Context: an optimization exercise on an open-source flow, tuned for small area, a short achievable clock period and few clock cycles per item. The choices shown serve that exercise and are no tape-out recipe. RTL that was checked went through simulation tests only; none was proved equivalent to the original. Function not checked in run 1: the RTL went through the layout flow alone. Power and IR drop assume default switching activity.

--- design/flow/design.v ---
module rho_pi_inv_serial #(
    parameter bit BYPASS_RHO = 1'b0
) (
    input  logic        clk,
    input  logic        rst_n,
    input  logic        s_valid,
    output logic        s_ready,
    input  logic [63:0] s_data,
    output logic        m_valid,
    input  logic        m_ready,
    output logic [63:0] m_data,
    output logic        m_last,
    output logic        busy
);
    localparam logic [5:0] WMASK = 6'b111000;
    function automatic logic [5:0] nxt_pos(input logic [4:0] x);
        logic [5:0] v;
        case (x)
            5'd0: v = 6'b000000;  5'd1: v = 6'b000010;  5'd2: v = 6'b000110;  5'd3: v = 6'b000100;
            5'd4: v = 6'b001111;  5'd5: v = 6'b010111;  5'd6: v = 6'b010010;  5'd7: v = 6'b000001;
            5'd8: v = 6'b001110;  5'd9: v = 6'b001001;  5'd10: v = 6'b000011;  5'd11: v = 6'b010001;
            5'd12: v = 6'b001000;  5'd13: v = 6'b010100;  5'd14: v = 6'b001101;  5'd15: v = 6'b010000;
            5'd16: v = 6'b001100;  5'd17: v = 6'b010101;  5'd18: v = 6'b000111;  5'd19: v = 6'b001011;
            5'd20: v = 6'b001010;  5'd21: v = 6'b000101;  5'd22: v = 6'b010110;  5'd23: v = 6'b010011;
            default: v = 6'b100000;
        endcase
        nxt_pos = v;
    endfunction
    function automatic logic [1:0] add3(input logic [1:0] a, input logic [1:0] b);
        logic [2:0] s;
        s = {1'b0, a} + {1'b0, b};
        add3 = (s >= 3'd3) ? 2'(s - 3'd3) : s[1:0];
    endfunction
    function automatic logic [5:0] slot_a(input logic [5:0] v, input logic [2:0] g8,
                                          input logic [1:0] g3);
        slot_a = {v[5], add3(v[4:3], g3), v[2:0] + g8};
    endfunction
    function automatic logic [24:0] slot_oh(input logic [5:0] v, input logic [2:0] g8,
                                            input logic [1:0] g3);
        logic [2:0] a8;
        logic [1:0] a3;
        a8 = v[2:0] + g8;
        a3 = add3(v[4:3], g3);
        slot_oh = '0;
        if (v[5]) slot_oh[24] = 1'b1;
        else      slot_oh[{a3, a8}] = 1'b1;
    endfunction
    function automatic logic [5:0] rot_amt(input logic [4:0] m);
        logic [5:0] k;
        case (m)
            5'd0:  k = 6'd0;   5'd1:  k = 6'd1;   5'd2:  k = 6'd62;  5'd3:  k = 6'd28;
            5'd4:  k = 6'd27;  5'd5:  k = 6'd36;  5'd6:  k = 6'd44;  5'd7:  k = 6'd6;
            5'd8:  k = 6'd55;  5'd9:  k = 6'd20;  5'd10: k = 6'd3;   5'd11: k = 6'd10;
            5'd12: k = 6'd43;  5'd13: k = 6'd25;  5'd14: k = 6'd39;  5'd15: k = 6'd41;
            5'd16: k = 6'd45;  5'd17: k = 6'd15;  5'd18: k = 6'd21;  5'd19: k = 6'd8;
            5'd20: k = 6'd18;  5'd21: k = 6'd2;   5'd22: k = 6'd61;  5'd23: k = 6'd56;
            5'd24: k = 6'd14;
            default: k = 6'd0;
        endcase
        rot_amt = BYPASS_RHO ? 6'd0 : k;
    endfunction
    function automatic logic [5:0] in_rot_amt(input logic [4:0] j);
        logic [5:0] k;
        case (j)
            5'd0:  k = 6'd0;   5'd1:  k = 6'd44;  5'd2:  k = 6'd43;  5'd3:  k = 6'd21;
            5'd4:  k = 6'd14;  5'd5:  k = 6'd28;  5'd6:  k = 6'd20;  5'd7:  k = 6'd3;
            5'd8:  k = 6'd45;  5'd9:  k = 6'd61;  5'd10: k = 6'd1;   5'd11: k = 6'd6;
            5'd12: k = 6'd25;  5'd13: k = 6'd8;   5'd14: k = 6'd18;  5'd15: k = 6'd27;
            5'd16: k = 6'd36;  5'd17: k = 6'd10;  5'd18: k = 6'd15;  5'd19: k = 6'd56;
            5'd20: k = 6'd62;  5'd21: k = 6'd55;  5'd22: k = 6'd39;  5'd23: k = 6'd41;
            5'd24: k = 6'd2;
            default: k = 6'd0;
        endcase
        in_rot_amt = BYPASS_RHO ? 6'd0 : k;
    endfunction
    function automatic logic [63:0] rotr(input logic [63:0] x, input logic [5:0] k);
        logic [127:0] d;
        d = {x, x} >> k;
        rotr = d[63:0];
    endfunction
    logic [63:0] lanes [25];
    logic [2:0]  g8;          
    logic [1:0]  g3;          
    logic [4:0]  wr_idx;      
    logic [5:0]  wr_a;        
    logic [5:0]  wr_rot;      
    logic        rd_active;   
    logic [4:0]  rd_idx;      
    logic [24:0] rd_oh;       
    logic [5:0]  rd_rot;      
    logic        out_valid;
    logic        out_last;
    logic [63:0] out_data;
    logic        ready_q;     
    logic        busy_q;
    logic        in_hs;
    logic        start;       
    logic        ld;          
    logic        out_free;
    assign in_hs    = s_valid && ready_q;
    assign start    = in_hs && (wr_idx == 5'd24);
    assign out_free = !out_valid || m_ready;
    assign ld       = out_free && (rd_active || start);
    assign s_ready = rst_n && ready_q;
    assign m_valid = rst_n && out_valid;
    assign busy    = rst_n && busy_q;
    assign m_last  = out_last;
    assign m_data  = out_data;
    logic [63:0] wr_word;
    logic [63:0] rd_word;
    assign wr_word = rotr(s_data, wr_rot);
    always_comb begin
        rd_word = '0;
        for (int s = 0; s < 25; s++) begin
            rd_word = rd_word | ({64{rd_oh[s]}} & lanes[s]);
        end
    end
    logic [24:0] wr_sel;
    always_comb begin
        wr_sel = '0;
        if (wr_a[5]) wr_sel[24] = 1'b1;
        else         wr_sel[wr_a[4:0]] = 1'b1;
    end
    always_ff @(posedge clk) begin
        for (int s = 0; s < 25; s++) begin
            if (in_hs && wr_sel[s]) begin
                lanes[s] <= wr_word;
            end
        end
    end
    always_ff @(posedge clk) begin
        if (ld) begin
            out_data <= rotr(rd_word, rd_rot);
            out_last <= (rd_idx == 5'd24);
        end
    end
    logic        wr_last, rd_last;
    logic [2:0]  g8_i;
    logic [1:0]  g3_i;
    logic [4:0]  wr_idx_i, rd_idx_i;
    logic [5:0]  wr_a_i;
    logic [24:0] rd_oh_i, rd_oh_s;
    logic [5:0]  wr_rot_i, rd_rot_i;
    logic        eq, eq1;
    always_comb begin
        wr_last  = (wr_idx == 5'd24);
        wr_idx_i = wr_last ? 5'd0 : wr_idx + 5'd1;
        g8_i     = g8 + 3'd1;
        g3_i     = add3(g3, 2'd1);
        wr_a_i   = slot_a(nxt_pos(wr_idx), g8, g3);
        wr_rot_i = in_rot_amt(wr_idx_i) & WMASK;
        rd_last  = (rd_idx == 5'd24);
        rd_idx_i = rd_last ? 5'd0 : rd_idx + 5'd1;
        rd_oh_i  = slot_oh(nxt_pos(rd_idx), g8, g3);
        rd_rot_i = rot_amt(rd_idx_i) & ~WMASK;
        rd_oh_s  = slot_oh(nxt_pos(5'd0), g8_i, g3_i);
        eq       = (wr_idx == rd_idx);
        eq1      = (wr_idx + 5'd1 == rd_idx);
    end
    logic rd_active_n, out_valid_n, ready_n, wr_nz_n;
    always_comb begin
        out_valid_n = ld || (out_valid && !m_ready);
        wr_nz_n     = in_hs ? !wr_last : (wr_idx != 5'd0);
        if (start) begin
            rd_active_n = 1'b1;
            ready_n     = ld;
        end else if (rd_active) begin
            rd_active_n = !(ld && rd_last);
            if (ld && rd_last)     ready_n = 1'b1;
            else if (ld && !in_hs) ready_n = 1'b1;
            else if (ld == in_hs)  ready_n = !eq;
            else                   ready_n = !eq && !eq1;
        end else begin
            rd_active_n = 1'b0;
            ready_n     = 1'b1;
        end
    end
    always_ff @(posedge clk) begin
        if (!rst_n) begin
            g8        <= 3'd0;
            g3        <= 2'd0;
            wr_idx    <= 5'd0;
            wr_a      <= 6'b100000;
            wr_rot    <= 6'd0;
            rd_active <= 1'b0;
            rd_idx    <= 5'd0;
            rd_oh     <= 25'd1 << 24;
            rd_rot    <= 6'd0;
            out_valid <= 1'b0;
            ready_q   <= 1'b1;
            busy_q    <= 1'b0;
        end else begin
            if (in_hs) begin
                wr_idx <= wr_idx_i;
                wr_a   <= wr_a_i;
                wr_rot <= wr_rot_i;
            end
            if (start) begin
                g8 <= g8_i;
                g3 <= g3_i;
            end
            if (start) begin
                if (ld) begin
                    rd_idx <= 5'd1;
                    rd_oh  <= rd_oh_s;
                    rd_rot <= rot_amt(5'd1) & ~WMASK;
                end else begin
                    rd_idx <= 5'd0;
                    rd_oh  <= 25'd1 << 24;
                    rd_rot <= 6'd0;
                end
            end else if (ld) begin
                rd_idx <= rd_idx_i;
                rd_oh  <= rd_last ? (25'd1 << 24) : rd_oh_i;
                rd_rot <= rd_rot_i;
            end
            rd_active <= rd_active_n;
            out_valid <= out_valid_n;
            ready_q   <= ready_n;
            busy_q    <= wr_nz_n || rd_active_n || out_valid_n;
        end
    end
endmodule
--- design/flow/flow/run.sh ---
#!/bin/bash
# The standard layout, with the port buffers that buffer_ports inserts made
# plain buffers (buf_2) instead of the library's default pick (a delay cell).
set -euo pipefail
export BUFFER_PORTS_ARGS="-buffer_cell sky130_fd_sc_hd__buf_2"
bash standard.sh > standard_flow.log 2>&1
--- design/flow/standard.sh ---
#!/bin/bash
# synth_recipe.tcl (not shown) runs the flow's synth.tcl, then flattens the netlist and writes it again
# the make line also repeats each setting of config.mk as NAME=value (left out here)
make -C /OpenROAD-flow-scripts/flow DESIGN_CONFIG=/design/flow/config.mk WORK_HOME=/design/flow/orfs CLKGATE_MAP_FILE= SYNTH_SCRIPT=/design/flow/synth_recipe.tcl "${@:-finish}"
--- design/flow/config.mk ---
export PLATFORM = sky130hd
export DESIGN_NAME = rho_pi_inv_serial
export DESIGN_NICKNAME = rho_pi_inv_serial
export VERILOG_FILES = /design/flow/design.v
export SDC_FILE = /design/flow/constraint.sdc
export NUM_CORES = 4
export LEC_CHECK = 0
export ABC_CLOCK_PERIOD_IN_PS = 3000
export CAP_MARGIN = 20
export CORE_MARGIN = 2
export CORE_UTILIZATION = 40
export CTS_CLUSTER_DIAMETER = 120
export CTS_CLUSTER_SIZE = 24
export SETUP_SLACK_MARGIN = 3.9
export SLEW_MARGIN = 20
--- design/flow/constraint.sdc ---
create_clock -name core_clock -period 7.0 [get_ports {clk}]
set_input_delay 1.4000 -clock core_clock [delete_from_list [all_inputs] [get_ports {clk}]]
set_output_delay 1.4000 -clock core_clock [all_outputs]
set_load 0.01 [all_outputs]
==> results of run 1 <==
==> final timing paths <==
path,from,end
max,rd_oh[23],out_data[54]
min reg2reg,wr_a_i[5],wr_a[5]
min,wr_a_i[5],wr_a[5]
max reg2reg,rd_oh[23],out_data[54]
==> per-layer routing <==
layer  GRT usage [%]  wire length, um
met5               0               59
met4            8.57             8410
met3            4.37            25500
met2            39.4           104000
met1            34.9            85700
==> final cells by class <==
cell class / instances / area (um2) / area share (%)
clock buffers: 92 / 2130 / 2.80
flip-flops and latches: 1733 / 51500 / 67.6
clock inverters: 9 / 120 / 0.158
inverters: 45 / 174 / 0.228
multi-input cells: 1798 / 16300 / 21.4
well taps: 2218 / 2780 / 3.64
repair buffers: 318 / 3200 / 4.20
diodes: 2 / 5.00 / 0.00657
==> cells in the final DEF, fill, tap and decap left out, drive strengths merged, types with 75 or more instances in the layout <==
master     n
buf      310
edfxtp  1665
nor2      75
mux2     130
nand3     91
a221oi    78
a22oi    580
clkbuf    94
nand4    130
mux4     129
==> cells by family after synthesis <==
kind of cell | count (synthesis) | synth area share, %
multiplexers | 266 | 6.53
AO/OA/AOI/OAI | 950 | 10.8
AND/OR/NAND/NOR | 499 | 4.01
XOR/XNOR | 32 | 0.454
flip-flops | 1733 | 75.5
adder cells (fa/ha/maj) | 45 | 0.872
buffers and inverters | 298 | 1.79
==> power groups by stage <==
stage                     logic, mW  clock network (mW)  registers, mW
after floorplan               0.691                   0           12.1
after global placement         1.19                   0           12.1
after detailed placement       1.21                   0           12.1
after CTS                      1.25                5.42           11.9
after global routing           1.36                5.75           11.9
final                          1.28                5.42           11.9
==> stage by stage <==
stage | cell area, um2 | hold slack, ps | total power [mW] | setup WS [ps]
finish | 76200 | 463 | 18.6 | 3830
global placement | 71500 | 438 | 13.3 | 2360
CTS | 75400 | 469 | 18.5 | 3510
global route | 76200 | 486 | 19.0 | 3840
detailed placement | 71500 | 445 | 13.3 | 2550
floorplan | 68200 | 417 | 12.8 | 2660
==> critical path, delay by kind of cell (launching register included) <==
kind,cells,cell delay (ps)
compound gates,1,650
buf+inv,1,320
flops,1,490
mux,2,780
simple gates,2,610
==> timing repair <==
| action | in CTS | in global routing |
|---|---|---|
| gates cloned | 9 | 5 |
| pin swaps | 33 | 37 |
| resized for setup | 137 | 96 |
| setup endpoints to repair | 1347 | 784 |
| endpoints found under the hold margin | 0 | 0 |
| buffers inserted | 69 | 27 |
==> flip-flops by register name, summed over array words and instances (netlist names), named ones only <==
| name | count |
|---|---|
| wr_rot | 3 |
| rd_oh | 25 |
| g8 | 3 |
| out_data | 64 |
| busy_q | 1 |
| out_valid | 1 |
| wr_a_i | 1 |
| lanes | 1600 |
| wr_idx | 5 |
| rd_rot | 3 |
| out_last | 1 |
| ready_q | 1 |
| g3 | 2 |
| rd_idx | 5 |
| rd_active | 1 |
| wr_a | 6 |
==> insert_results.sql, run 1 <==
INSERT INTO impl_metrics (metric_group, metric, value, unit) VALUES
('setup_path', 'ff2ff_path_depth', '6', ''),
('hold_path', 'worst_hold_path_type', 'flop to flop', ''),
('sta', 'final.period_utilization', '45.3', '%'),
('hold_path', 'min_delay_path_depth', '2', ''),
('power_and_ir_drop', 'power_frac_comb', '6.9', '%'),
('global_routing', 'grt_pass1_vias', '38700', ''),
('logic_synthesis', 'most_frequently_used_cell_type_in_the_post_synthesis_netlist', 'sky130_fd_sc_hd__edfxtp_1', ''),
('sta', 'report.final.hold_viol_count', '0', ''),
('setup_path', 'crit_path_top_delay_cell', 'sky130_fd_sc_hd__a222oi_1', ''),
('global_routing', 'global_routing_usage_summed_across_all_routing_layers', '24.9', '%'),
('clocking', 'ctsRootBufferMaster', 'sky130_fd_sc_hd__clkbuf_16', ''),
('setup_path', 'timing.critical_path.from_type', 'flop', ''),
('power_and_ir_drop', 'static-leakage-power', '23.3', 'nW'),
('power_and_ir_drop', 'ir_drop', '0.000195', 'V'),
('setup_path', 'critPathMaxStageDelay', '650', 'ps'),
('power_and_ir_drop', 'powerDensity', '244', 'nW/um2'),
('die', 'floorplan.io_pins', '136', ''),
('flow_run', 'max_cap_violations', '0', ''),
('clocking', 'clock_tree.htree_level_count', '3', ''),
('routing', 'antenna_violating_nets_post_route', '0', ''),
('logic_synthesis', 'synth_async_sr_flop_share', '0', '%'),
('global_routing', 'grt_first_pass_wirelength', '305000', 'um'),
('logic_synthesis', 'syn-mean-instance-area', '17.8', 'um2'),
('routing', 'post_drt_via_cell_ratio', '6.59', ''),
('sta', 'finalSetupViolations', '0', ''),
('sta', 'max_slew_margin', '24.1', '%'),
('setup_path', 'critical_path_endpoint_category', 'flop', ''),
('setup_path', 'critical_path_class', 'flop to flop', ''),
('power_and_ir_drop', 'p_int', '14.4', 'mW'),
('final_layout', 'final_core_utilization', '45.0', '%'),
('final_layout', 'number_of_standard_cells_in_the_layout_taps_in_and_fillers_out', '6215', ''),
('place', 'dpl.hpwl', '117000', 'um'),
('die', 'initial_core_utilization', '40.2', '%'),
('die', 'floorplan.die.width', '416', 'um'),
('global_routing', 'grt-ovfl-total', '0', ''),
('place', 'placedCellCount', '6002', ''),
('setup_path', 'crit_path_cell_trace', 'buf_8 > a222oi_1 > nand4_1 > or3_4 > mux4_2 > mux2_2', ''),
('sta', 'timing.final.crit_period', '3170', 'ps'),
('sta', 'fin_setup_tns', '0', 'ps'),
('logic_synthesis', 'synth.distinct_cells', '80', ''),
('logic_synthesis', 'synthCells', '3823', ''),
('setup_path', 'r2r_slack', '3830', 'ps'),
('routing', 'route.vias.total', '41000', ''),
('sta', 'worst_clock_skew', '48.9', 'ps'),
('die', 'chipHeight', '416', 'um'),
('logic_synthesis', 'yosys-top-cells-area', 'sky130_fd_sc_hd__edfxtp_1 (74%), sky130_fd_sc_hd__a22oi_1 (6.4%), sky130_fd_sc_hd__mux4_2 (4.3%)', ''),
('clocking', 'holdBufCountCts', '0', ''),
('logic_synthesis', 'mappedNetlistArea', '68000', 'um2'),
('sta', 'maximum_clock_frequency', '0.315', 'GHz'),
('clocking', 'clk-insertion-delay-late', '750', 'ps'),
('die', 'floorplan.rows', '151', ''),
('die', 'design.die.area', '173000', 'um2'),
('final_layout', 'nNetsFinal', '4092', ''),
('logic_synthesis', 'synth_flop_cell', 'sky130_fd_sc_hd__edfxtp_1', ''),
('logic_synthesis', 'post_synth_top_area_cell', 'sky130_fd_sc_hd__edfxtp_1', ''),
('final_layout', 'layout_cells_sized_above_1', '21.5', '%'),
('clocking', 'cts.clk_slew.worst_paths', '100', 'ps'),
('logic_synthesis', 'synthTopCellsByCount', 'sky130_fd_sc_hd__edfxtp_1 (1,665), sky130_fd_sc_hd__a22oi_1 (580), sky130_fd_sc_hd__mux2_2 (130), sky130_fd_sc_hd__nand4_1 (130)', ''),
('routing', 'drt_iter0_markers', '6598', ''),
('power_and_ir_drop', 'clock_share_of_power', '29.2', '%'),
('logic_synthesis', 'synth_top_cell_area_share', '73.5', '%'),
('logic_synthesis', 'seq_area_frac_synth', '75.5', '%'),
('setup_path', 'worst-endpoint-required', '7490', 'ps'),
('die', 'placeable_core_region', '169000', 'um2'),
('place', 'port_buf_inserts', '135', ''),
('run_status', 'outcome', 'timing/DRC/antenna clean', ''),
('logic_synthesis', 'synthesis_warning_total', '2', ''),
('final_layout', 'nFillCells', '14300', ''),
('global_routing', 'antenna_found_initial', '11', ''),
('setup_path', 'worstPathArrival', '3670', 'ps'),
('routing', 'postRouteWirelength', '223000', 'um');
==> run 2, diff against run 1 <==
--- a/design/flow/design.v
+++ b/design/flow/design.v
@@ -12,7 +12,7 @@
     output logic        m_last,
     output logic        busy
 );
-    localparam logic [5:0] WMASK = 6'b111000;
+    localparam logic [5:0] WMASK = 6'b111100;
     function automatic logic [5:0] nxt_pos(input logic [4:0] x);
         logic [5:0] v;
         case (x)
@@ -117,9 +117,10 @@
     end
     logic [24:0] wr_sel;
     always_comb begin
-        wr_sel = '0;
-        if (wr_a[5]) wr_sel[24] = 1'b1;
-        else         wr_sel[wr_a[4:0]] = 1'b1;
+        for (int s = 0; s < 24; s++) begin
+            wr_sel[s] = !wr_a[5] && (wr_a[4:3] == 2'(s / 8)) && (wr_a[2:0] == 3'(s % 8));
+        end
+        wr_sel[24] = wr_a[5];
     end
     always_ff @(posedge clk) begin
         for (int s = 0; s < 25; s++) begin
==> run 2 against run 1 <==
Against the previous run: final area shrank 2.5%; clock power shrank 1%; non-clock buffer count shrank 50; sequential power grew 3%; global-route usage shrank 0.17 points; register-to-register slack gained 100 ps; critical path depth shrank 2; sequential share of layout area grew 1.8 points; area after synthesis shrank 0.44%; hold slack lost 5.3 ps; fmax shrank 2.5%; largest cell class unchanged; largest power group unchanged; highest routed layer unchanged.
==> insert_results.sql, run 2 <==
INSERT INTO impl_metrics (metric_group, metric, value, unit) VALUES
('run_status', 'outcome', 'timing/DRC/antenna clean', ''),
('power_and_ir_drop', 'power.share.switching', '25.4', '%'),
('setup_path', 'rr_endpoint', 'out_data[30]', ''),
('final_layout', 'layout_cells_sized_above_1', '15.3', '%'),
('routing', 'antenna_violating_nets_post_route', '0', ''),
('setup_path', 'reg2reg_from', 'rd_oh[9]', ''),
('setup_path', 'worstSetupStartpoint', 'rst_n', ''),
('final_layout', 'nNetsFinal', '4049', ''),
('sta', 'finalMaxSlewViolations', '0', ''),
('place', 'dpl.hpwl', '119000', 'um'),
('final_layout', 'top_library_cells_by_usage_in_the_layout_fill_and_taps_aside', 'sky130_fd_sc_hd__edfxtp_1 (1,665), sky130_fd_sc_hd__a22oi_1 (448), sky130_fd_sc_hd__mux2i_1 (133)', ''),
('sta', 'finalSetupViolations', '0', ''),
('logic_synthesis', 'synth_enable_flop_cells', '1665', ''),
('routing', 'postRouteWirelength', '219000', 'um'),
('logic_synthesis', 'synthesis_warning_total', '2', ''),
('final_layout', 'most_common_cell_after_layout_fill_and_taps_aside', 'sky130_fd_sc_hd__edfxtp_1', ''),
('global_routing', 'grt_pass1_vias', '38200', ''),
('logic_synthesis', 'synth_async_sr_flop_share', '0', '%'),
('logic_synthesis', 'synth.distinct_cells', '74', ''),
('global_routing', 'grt_first_pass_wirelength', '303000', 'um'),
('logic_synthesis', 'synthTopCellsByCount', 'sky130_fd_sc_hd__edfxtp_1 (1,665), sky130_fd_sc_hd__a22oi_1 (448), sky130_fd_sc_hd__clkbuf_1 (182), sky130_fd_sc_hd__nor2_1 (144), sky130_fd_sc_hd__mux2i_1 (137)', ''),
('power_and_ir_drop', 'clock_share_of_power', '26.7', '%'),
('clocking', 'cts_num_sinks', '1733', ''),
('power_and_ir_drop', 'static-leakage-power', '22.4', 'nW'),
('sta', 'report.final.hold_viol_count', '0', ''),
('final_layout', 'largest_register', 'lanes', ''),
('setup_path', 'critical_path_endpoint_category', 'output pin', ''),
('logic_synthesis', 'ys_ff_latch', '1733', ''),
('setup_path', 'ff2ff_path_depth', '7', ''),
('die', 'floorplan.io_pins', '136', ''),
('place', 'globalplace.congestion', '0.817', ''),
('routing', 'drt_drc_violations_left', '0', ''),
('sta', 'timing.final.crit_period', '3250', 'ps'),
('logic_synthesis', 'mappedNetlistArea', '67700', 'um2'),
('power_and_ir_drop', 'p_int', '14.9', 'mW'),
('routing', 'post_drt_via_cell_ratio', '6.63', ''),
('routing', 'route.vias.total', '40800', ''),
('logic_synthesis', 'most_frequently_used_cell_type_in_the_post_synthesis_netlist', 'sky130_fd_sc_hd__edfxtp_1', ''),
('clocking', 'clock_tree.htree_level_count', '3', ''),
('power_and_ir_drop', 'powerDensity', '269', 'nW/um2'),
('global_routing', 'global_routing_usage_summed_across_all_routing_layers', '24.8', '%'),
('power_and_ir_drop', 'p_total', '20.0', 'mW'),
('sta', 'final.period_utilization', '46.5', '%'),
('logic_synthesis', 'syn-mean-instance-area', '17.6', 'um2'),
('setup_path', 'worstPathArrival', '1850', 'ps'),
('final_layout', 'layout.cell_area.non_filler', '74200', 'um2'),
('clocking', 'cts_inserted_buffers', '82', ''),
('clocking', 'cts.clk_slew.worst_paths', '90', 'ps'),
('global_routing', 'grt-ovfl-total', '0', ''),
('sta', 'rsz0062_at_grt', 'yes', ''),
('power_and_ir_drop', 'share_seq_of_total_power', '61.6', '%'),
('sta', 'max_slew_margin', '24.4', '%'),
('routing', 'drt_iter0_markers', '6747', ''),
('place', 'placed_inst_area', '71300', 'um2'),
('final_layout', 'largestRegisters', 'lanes: 1600 flops, out_data: 64 flops, rd_oh: 25 flops', ''),
('die', 'floorplan.rows', '150', ''),
('global_routing', 'grt_max_degree', '68', ''),
('power_and_ir_drop', 'ir_drop', '0.000205', 'V'),
('logic_synthesis', 'yosys-top-cells-area', 'sky130_fd_sc_hd__edfxtp_1 (74%), sky130_fd_sc_hd__a22oi_1 (5.0%), sky130_fd_sc_hd__mux4_2 (4.3%)', ''),
('clocking', 'holdBufCountCts', '0', ''),
('logic_synthesis', 'synth_top_cell_area_share', '73.8', '%'),
('setup_path', 'timing.critical_path.from_type', 'input pin', ''),
('setup_path', 'critical_path.max_fanout', '4', ''),
('sta', 'fin_setup_tns', '0', 'ps'),
('place', 'port_buf_inserts', '135', ''),
('logic_synthesis', 'seq_area_frac_synth', '75.9', '%'),
('die', 'initial_core_utilization', '40.4', '%'),
('logic_synthesis', 'synth_flop_cell', 'sky130_fd_sc_hd__edfxtp_1', ''),
('die', 'floorplan.die.width', '415', 'um'),
('die', 'chipHeight', '415', 'um'),
('logic_synthesis', 'mappedNetlistNets', '3951', ''),
('setup_path', 'setup.worst_path.end', 'm_valid', ''),
('power_and_ir_drop', 'total_switching_power', '5.08', 'mW'),
('final_layout', 'layout-area-overhead-vs-synth', '9.62', '%'),
('setup_path', 'worst-endpoint-required', '5600', 'ps'),
('clocking', 'ctsRootBufferMaster', 'sky130_fd_sc_hd__clkbuf_16', ''),
('setup_path', 'critical_path_class', 'input pin to output pin', ''),
('sta', 'worst_clock_skew', '31.8', 'ps'),
('sta', 'fin_hold_ws', '457', 'ps'),
('logic_synthesis', 'synthCells', '3841', ''),
('sta', 'worstMarginPinSlew', '1130', 'ps'),
('global_routing', 'antenna_found_initial', '9', ''),
('clocking', 'tritoncts', 'yes', ''),
('routing', 'drt_pre_antenna_iters', '6', ''),
('hold_path', 'worst_hold_path_type', 'flop to flop', ''),
('power_and_ir_drop', 'power_frac_comb', '11.7', '%'),
('setup_path', 'r2r_slack', '3930', 'ps'),
('final_layout', 'max_reg_flops', '1600', ''),
('routing', 'routedWlPerCell', '35.5', 'um'),
('die', 'design.die.area', '173000', 'um2'),
('place', 'pre_cts_slack', '2460', 'ps'),
('clocking', 'clk-insertion-delay-late', '750', 'ps'),
('sta', 'maximum_clock_frequency', '0.307', 'GHz'),
('die', 'placeable_core_region', '168000', 'um2'),
('logic_synthesis', 'post_synth_top_area_cell', 'sky130_fd_sc_hd__edfxtp_1', ''),
('sta', 'finalWorstSetupSlack', '3750', 'ps'),
('flow_run', 'max_cap_violations', '0', ''),
('clocking', 'cts_buffer_depth', '3', '');
-- run 2: cell count changes after synthesis, moves of 53 or more --
cell / previous run / this run
sky130_fd_sc_hd__a221oi_1: 70 / 130
sky130_fd_sc_hd__or3_1: 68 / 1
sky130_fd_sc_hd__nor2_1: 73 / 144
sky130_fd_sc_hd__a22o_1: 65 / 130
sky130_fd_sc_hd__mux2_2: 130 / 4
sky130_fd_sc_hd__clkbuf_1: 129 / 182
sky130_fd_sc_hd__a22oi_1: 580 / 448
sky130_fd_sc_hd__mux2i_1: 7 / 137
-- run 2: cells by family after synthesis --
kind of cell,after synthesis,share of synthesized area [%]
compound gates,965,11.0
fa+ha+maj,42,0.820
flops,1733,75.9
mux,269,6.35
simple gates,505,3.88
buf+inv,301,1.73
xor+xnor,26,0.347
-- run 2: power by group through the flow --
stage	registers, mW	clock network, mW	logic (mW)
3_5_place_dp	12.5	0	2.24
2_1_floorplan	12.4	0	1.24
5_1_grt	12.3	5.67	2.48
6_report	12.3	5.34	2.34
3_3_place_gp	12.5	0	2.20
4_1_cts	12.3	5.36	2.28
-- run 2: area by class of cell --
class,instances,area [um2]
antenna,1,2.50
clock buffer,93,2090
clock inverter,8,101
fill,14300,93400
inverter,40,150
multi-input combinational,1814,15600
sequential,1733,51500
tap,2204,2760
timing repair buffer,268,1990
-- run 2: how the worst min path moves through the flow --
stage | startpoint | end | slack (ps) | cells past startpoint
floorplan | wr_a_i[5] | wr_a[5] | 420 | 2
CTS | wr_a_i[5] | wr_a[5] | 460 | 2
finish | wr_a_i[5] | wr_a[5] | 460 | 2
global placement | wr_a_i[5] | wr_a[5] | 420 | 2
detailed placement | wr_a_i[5] | wr_a[5] | 430 | 2
global route | wr_a_i[5] | wr_a[5] | 490 | 2
-- run 2: critical path: stages --
cell and delay [ps]:
sky130_fd_sc_hd__buf_12 100, sky130_fd_sc_hd__buf_12 110, sky130_fd_sc_hd__and2_4 130, sky130_fd_sc_hd__buf_6 110
-- run 2: layer usage --
| layer | global-route usage, % | share of wire, % | vias to the layer above |
|---|---|---|---|
| met4 | 6.02 | 2.5 | 6 |
| li1 | - | - | 16300 |
| met1 | 36.2 | 40 | 21500 |
| met5 | 0 | 0.019 | - |
| met2 | 38.7 | 46 | 2739 |
| met3 | 3.99 | 12 | 295 |
-- run 2: timing repair --
action | 4_1_cts | 5_1_grt
gates cloned | 9 | 0
gates resized for setup | 29 | 21
endpoints found under the setup margin | 2328 | 499
buffers inserted | 38 | 15
pin swaps | 18 | 4
-- run 2: through the flow --
stage / utilization, % / std cells
global route: 44.3 / 6160
floorplan: - / 3841
global placement: 42.5 / 5997
CTS: 44.2 / 6145
detailed placement: 42.5 / 5997
finish: 44.3 / 6161
Testbench counts of run 2, summed over its fixed seeds: cycles 8,200, items 320.
==> run 3, diff against run 2 <==
--- a/design/flow/design.v
+++ b/design/flow/design.v
@@ -83,6 +83,7 @@
     logic [1:0]  g3;          
     logic [4:0]  wr_idx;      
     logic [5:0]  wr_a;        
+    logic [24:0] wr_go;       
     logic [5:0]  wr_rot;      
     logic        rd_active;   
     logic [4:0]  rd_idx;      
@@ -115,16 +116,9 @@
             rd_word = rd_word | ({64{rd_oh[s]}} & lanes[s]);
         end
     end
-    logic [24:0] wr_sel;
-    always_comb begin
-        for (int s = 0; s < 24; s++) begin
-            wr_sel[s] = !wr_a[5] && (wr_a[4:3] == 2'(s / 8)) && (wr_a[2:0] == 3'(s % 8));
-        end
-        wr_sel[24] = wr_a[5];
-    end
     always_ff @(posedge clk) begin
         for (int s = 0; s < 25; s++) begin
-            if (in_hs && wr_sel[s]) begin
+            if (s_valid && wr_go[s]) begin
                 lanes[s] <= wr_word;
             end
         end
@@ -159,8 +153,11 @@
         eq1      = (wr_idx + 5'd1 == rd_idx);
     end
     logic rd_active_n, out_valid_n, ready_n, wr_nz_n;
+    logic [5:0] wr_a_n;
+    logic [24:0] wr_go_n;
     always_comb begin
         out_valid_n = ld || (out_valid && !m_ready);
+        wr_a_n      = in_hs ? wr_a_i : wr_a;
         wr_nz_n     = in_hs ? !wr_last : (wr_idx != 5'd0);
         if (start) begin
             rd_active_n = 1'b1;
@@ -175,6 +172,9 @@
             rd_active_n = 1'b0;
             ready_n     = 1'b1;
         end
+        wr_go_n = '0;
+        if (wr_a_n[5]) wr_go_n[24] = ready_n;
+        else           wr_go_n[wr_a_n[4:0]] = ready_n;
     end
     always_ff @(posedge clk) begin
         if (!rst_n) begin
@@ -182,6 +182,7 @@
             g3        <= 2'd0;
             wr_idx    <= 5'd0;
             wr_a      <= 6'b100000;
+            wr_go     <= 25'd1 << 24;
             wr_rot    <= 6'd0;
             rd_active <= 1'b0;
             rd_idx    <= 5'd0;
@@ -218,6 +219,7 @@
             rd_active <= rd_active_n;
             out_valid <= out_valid_n;
             ready_q   <= ready_n;
+            wr_go     <= wr_go_n;
             busy_q    <= wr_nz_n || rd_active_n || out_valid_n;
         end
     end
==> run 3 against run 2 <==
Against the previous run: clock skew increased by 7.0 ps; power decreased by 2.1%; synthesized cell count increased by 1.7%; highest routed layer unchanged; global-route usage decreased by 0.47 points; critical endpoint unchanged; hold slack improved by 52 ps; sequential power about the same; first-iteration DRC count decreased by 5.0%; die area increased by 1.7%; count of clock-buffer cells in the layout increased by 3; via count increased by 0.29%; clock power increased by 3%.
==> insert_results.sql, run 3 <==
INSERT INTO impl_metrics (metric_group, metric, value, unit) VALUES
('final_layout', 'most_common_cell_after_layout_fill_and_taps_aside', 'sky130_fd_sc_hd__edfxtp_1', ''),
('setup_path', 'critical_path_endpoint_category', 'output pin', ''),
('die', 'floorplan.io_pins', '136', ''),
('global_routing', 'grt_pass1_vias', '38600', ''),
('setup_path', 'worst-endpoint-required', '5600', 'ps'),
('routing', 'post_drt_via_cell_ratio', '6.49', ''),
('final_layout', 'final_core_utilization', '43.8', '%'),
('flow_run', 'max_cap_violations', '0', ''),
('logic_synthesis', 'synth_top_family_by_area', 'compound AO/OA/AOI/OAI gates', ''),
('clocking', 'clk-insertion-delay-late', '760', 'ps'),
('setup_path', 'ff2ff_path_depth', '6', ''),
('logic_synthesis', 'mappedNetlistNets', '4018', ''),
('setup_path', 'r2r_slack', '3870', 'ps'),
('setup_path', 'worst_path_dominant_cell_family', 'buffers and inverters', ''),
('logic_synthesis', 'syn-mean-instance-area', '17.6', 'um2'),
('final_layout', 'largest_register', 'lanes', ''),
('routing', 'drt_drc_violations_left', '0', ''),
('setup_path', 'reg2reg_from', 'rd_oh[15]', ''),
('die', 'placeable_core_region', '171000', 'um2'),
('place', 'port_buf_inserts', '135', ''),
('setup_path', 'critPathMaxStageDelay', '130', 'ps'),
('final_layout', 'nFillCells', '14800', ''),
('sta', 'final.period_utilization', '45.0', '%'),
('sta', 'finalSetupViolations', '0', ''),
('sta', 'report.final.hold_viol_count', '0', ''),
('power_and_ir_drop', 'p_total', '19.6', 'mW'),
('global_routing', 'antenna_found_initial', '8', ''),
('logic_synthesis', 'synth.mux.area_fraction', '6.43', '%'),
('clocking', 'cts.clk_slew.worst_paths', '100', 'ps'),
('routing', 'routedWlPerCell', '34.3', 'um'),
('die', 'floorplan.die.width', '419', 'um'),
('setup_path', 'critical_path.max_fanout', '4', ''),
('die', 'chipHeight', '419', 'um'),
('clocking', 'tritoncts', 'yes', ''),
('die', 'floorplan.rows', '152', ''),
('logic_synthesis', 'synth.distinct_cells', '103', ''),
('logic_synthesis', 'synth_compound_area_share', '11.3', '%'),
('hold_path', 'holdPathEnd', 'g3[1]', ''),
('die', 'design.die.area', '175000', 'um2'),
('place', 'placed_inst_area', '72100', 'um2'),
('clocking', 'holdBufCountCts', '0', ''),
('sta', 'fin_setup_tns', '0', 'ps'),
('logic_synthesis', 'seq_area_frac_synth', '75.3', '%'),
('logic_synthesis', 'synthTopCellsByCount', 'sky130_fd_sc_hd__edfxtp_1 (1,665), sky130_fd_sc_hd__a22oi_1 (452), sky130_fd_sc_hd__clkbuf_1 (170), sky130_fd_sc_hd__mux2i_1 (143), sky130_fd_sc_hd__nand4_1 (133)', ''),
('clocking', 'cts_buffer_depth', '3', ''),
('hold_path', 'worst_hold_path_type', 'flop to flop', ''),
('global_routing', 'grt_max_degree', '66', ''),
('logic_synthesis', 'synthCells', '3907', ''),
('sta', 'maximum_clock_frequency', '0.318', 'GHz'),
('logic_synthesis', 'yosys-top-cells-area', 'sky130_fd_sc_hd__edfxtp_1 (73%), sky130_fd_sc_hd__a22oi_1 (4.9%), sky130_fd_sc_hd__mux4_2 (4.2%)', ''),
('final_layout', 'layout.cell_area.non_filler', '75000', 'um2'),
('routing', 'drt_pre_antenna_iters', '6', ''),
('clocking', 'ctsRootBufferMaster', 'sky130_fd_sc_hd__clkbuf_16', ''),
('global_routing', 'grt-ovfl-total', '0', ''),
('clocking', 'cts_num_sinks', '1758', ''),
('final_layout', 'max_reg_flops', '1600', ''),
('logic_synthesis', 'post_synth_fa_ha_maj_area_fraction', '0.825', '%'),
('setup_path', 'crit_path_cell_trace', 'buf_16 > and2_4 > buf_6', ''),
('setup_path', 'timing.critical_path.buf_inv', '2', ''),
('logic_synthesis', 'mappedNetlistArea', '68800', 'um2'),
('setup_path', 'worstPathArrival', '1750', 'ps'),
('final_layout', 'top_library_cells_by_usage_in_the_layout_fill_and_taps_aside', 'sky130_fd_sc_hd__edfxtp_1 (1,665), sky130_fd_sc_hd__a22oi_1 (452), sky130_fd_sc_hd__mux2i_1 (139)', ''),
('setup_path', 'crit_path_top_delay_cell', 'sky130_fd_sc_hd__and2_4', ''),
('power_and_ir_drop', 'static-leakage-power', '22.6', 'nW'),
('logic_synthesis', 'synthesis_warning_total', '2', ''),
('sta', 'worst_clock_skew', '38.7', 'ps'),
('die', 'initial_core_utilization', '40.2', '%'),
('hold_path', 'hold_start', 'g3[1]', ''),
('routing', 'route.vias.total', '41000', ''),
('setup_path', 'rr_endpoint', 'out_data[26]', ''),
('global_routing', 'global_routing_usage_summed_across_all_routing_layers', '24.3', '%'),
('final_layout', 'nNetsFinal', '4087', ''),
('clocking', 'cts_inserted_buffers', '83', ''),
('final_layout', 'layout-area-overhead-vs-synth', '8.91', '%'),
('place', 'globalplace.congestion', '0.835', ''),
('sta', 'max_slew_margin', '24.4', '%'),
('sta', 'finalMaxSlewViolations', '0', ''),
('place', 'dpl.hpwl', '119000', 'um'),
('final_layout', 'largestRegisters', 'lanes: 1600 flops, out_data: 64 flops', ''),
('global_routing', 'grt_first_pass_wirelength', '301000', 'um'),
('logic_synthesis', 'synth_enable_flop_cells', '1665', ''),
('logic_synthesis', 'post_synth_top_area_cell', 'sky130_fd_sc_hd__edfxtp_1', ''),
('clocking', 'clock_tree.htree_level_count', '3', ''),
('run_status', 'outcome', 'timing/DRC/antenna clean', ''),
('logic_synthesis', 'synth_top_cell_area_share', '72.6', '%'),
('logic_synthesis', 'ys_ff_latch', '1758', ''),
('hold_path', 'min_delay_path_depth', '2', ''),
('final_layout', 'layout_cells_sized_above_1', '14.9', '%'),
('sta', 'worstMarginPinSlew', '1130', 'ps'),
('power_and_ir_drop', 'powerDensity', '261', 'nW/um2'),
('logic_synthesis', 'most_frequently_used_cell_type_in_the_post_synthesis_netlist', 'sky130_fd_sc_hd__edfxtp_1', ''),
('setup_path', 'critical_path_class', 'input pin to output pin', ''),
('sta', 'rsz0062_at_grt', 'yes', ''),
('logic_synthesis', 'synth-xor-area-share', '0.373', '%'),
('power_and_ir_drop', 'ir_drop', '0.000219', 'V'),
('setup_path', 'timing.critical_path.from_type', 'input pin', ''),
('logic_synthesis', 'synth_async_sr_flop_share', '0', '%'),
('sta', 'timing.final.crit_period', '3150', 'ps'),
('routing', 'antenna_violating_nets_post_route', '0', ''),
('routing', 'postRouteWirelength', '216000', 'um'),
('routing', 'drt_iter0_markers', '6408', ''),
('logic_synthesis', 'synth_flop_cell', 'sky130_fd_sc_hd__edfxtp_1', ''),
('logic_synthesis', 'post_synth_and_or_nand_nor_area_fraction', '4.06', '%');
## run 3: final cells by class
class / count / area [um2] / share of cell area [%]
sequential: 1758 / 52000 / 69.3
multi-input combinational: 1860 / 16100 / 21.5
tap: 2310 / 2890 / 3.85
clock buffer: 96 / 2130 / 2.84
timing repair buffer: 235 / 1570 / 2.10
clock inverter: 9 / 163 / 0.217
inverter: 38 / 145 / 0.194
antenna: 3 / 7.51 / 0.0100
## run 3: what timing repair did
item                        CTS  global route
buffers inserted             16            16
setup endpoints to repair  1412           949
gates resized for setup      20            39
gates cloned                  3             0
pin swaps                     7             7
## run 3: routing by layer
metal / global-route usage (%) / part of all wire (%) / vias up
li1: - / - / 16500
met1: 36.0 / 41 / 21600
met2: 38.0 / 46 / 2655
met3: 4.09 / 12 / 241
met4: 4.55 / 1.6 / 2
met5: 0 / 0.0060 / -
## run 3: how the worst max path moves through the flow
stage,from,end,slack [ps],cells after the start
detailed placement,s_valid,wr_go[24],2490,9
floorplan,s_valid,wr_go[13],2640,10
global route,rst_n,m_valid,3840,3
finish,rst_n,m_valid,3850,3
CTS,rst_n,m_valid,3830,3
global placement,s_valid,wr_go[24],2530,9
## run 3: cells by family after synthesis
kind of cell	Yosys count
AO/OA/AOI/OAI	990
XOR/XNOR	26
adder cells (fa/ha/maj)	43
buffers and inverters	290
flip-flops	1758
multiplexers	280
AND/OR/NAND/NOR	520
## run 3: report_power, final
part           internal, mW  total, mW  switching [mW]  leakage [nW]
sequential             12.2       12.3          0.0579          15.8
combinational         0.431       1.82            1.39          5.72
clock                  2.23       5.48            3.24          1.11
## run 3: per-stage QoR
step,instances,worst slack [ps],hold WS [ps]
6_report,6309,3850,509
5_1_grt,6306,3840,541
4_1_cts,6289,3830,510
3_5_place_dp,6165,2490,492
3_3_place_gp,6165,2530,495
2_1_floorplan,3907,2640,453
## run 3: tightest hold or removal path, stage by stage, from the launching register on
cell and delay [ps]:
sky130_fd_sc_hd__dfxtp_1 350, sky130_fd_sc_hd__nand2_1 60, sky130_fd_sc_hd__a21oi_1 60
Testbench counts of run 3, summed over its fixed seeds: cycles 8,200, items 320.

[separate check: timing with driven ports]
How much do the figures lean on ideal ports? The routed layouts below were timed once more, with nothing changed but the port constraints. Step 1: set_driving_cell puts a clkbuf_16 on clk and a buf_2 on each other input, an assumption about the parent block. Step 2 times the ports against the registers' clock, not the clock port: input delays grow and output delays shrink by t, the midpoint of the rising clock arrivals with the driver on. Slacks: ideal ports / drivers / drivers and shift; pairs: ideal ports / drivers.
run	t (ns)	setup slack, ns	hold slack, ns	cell pins on the clock port's net
run 1	0.803	3.827 / 3.721 / 3.194	0.463 / 0.463 / 0.463	1
run 2	0.806	3.747 / 3.700 / 3.147	0.457 / 0.457 / 0.457	1
run 3	0.814	3.853 / 3.691 / 3.215	0.509 / 0.509 / 0.509	1
After both steps setup and hold are still met in every run listed. For run 3, which loses most, drivers alone change the setup slack by -0.162 ns; drivers and shift together by -0.638 ns.
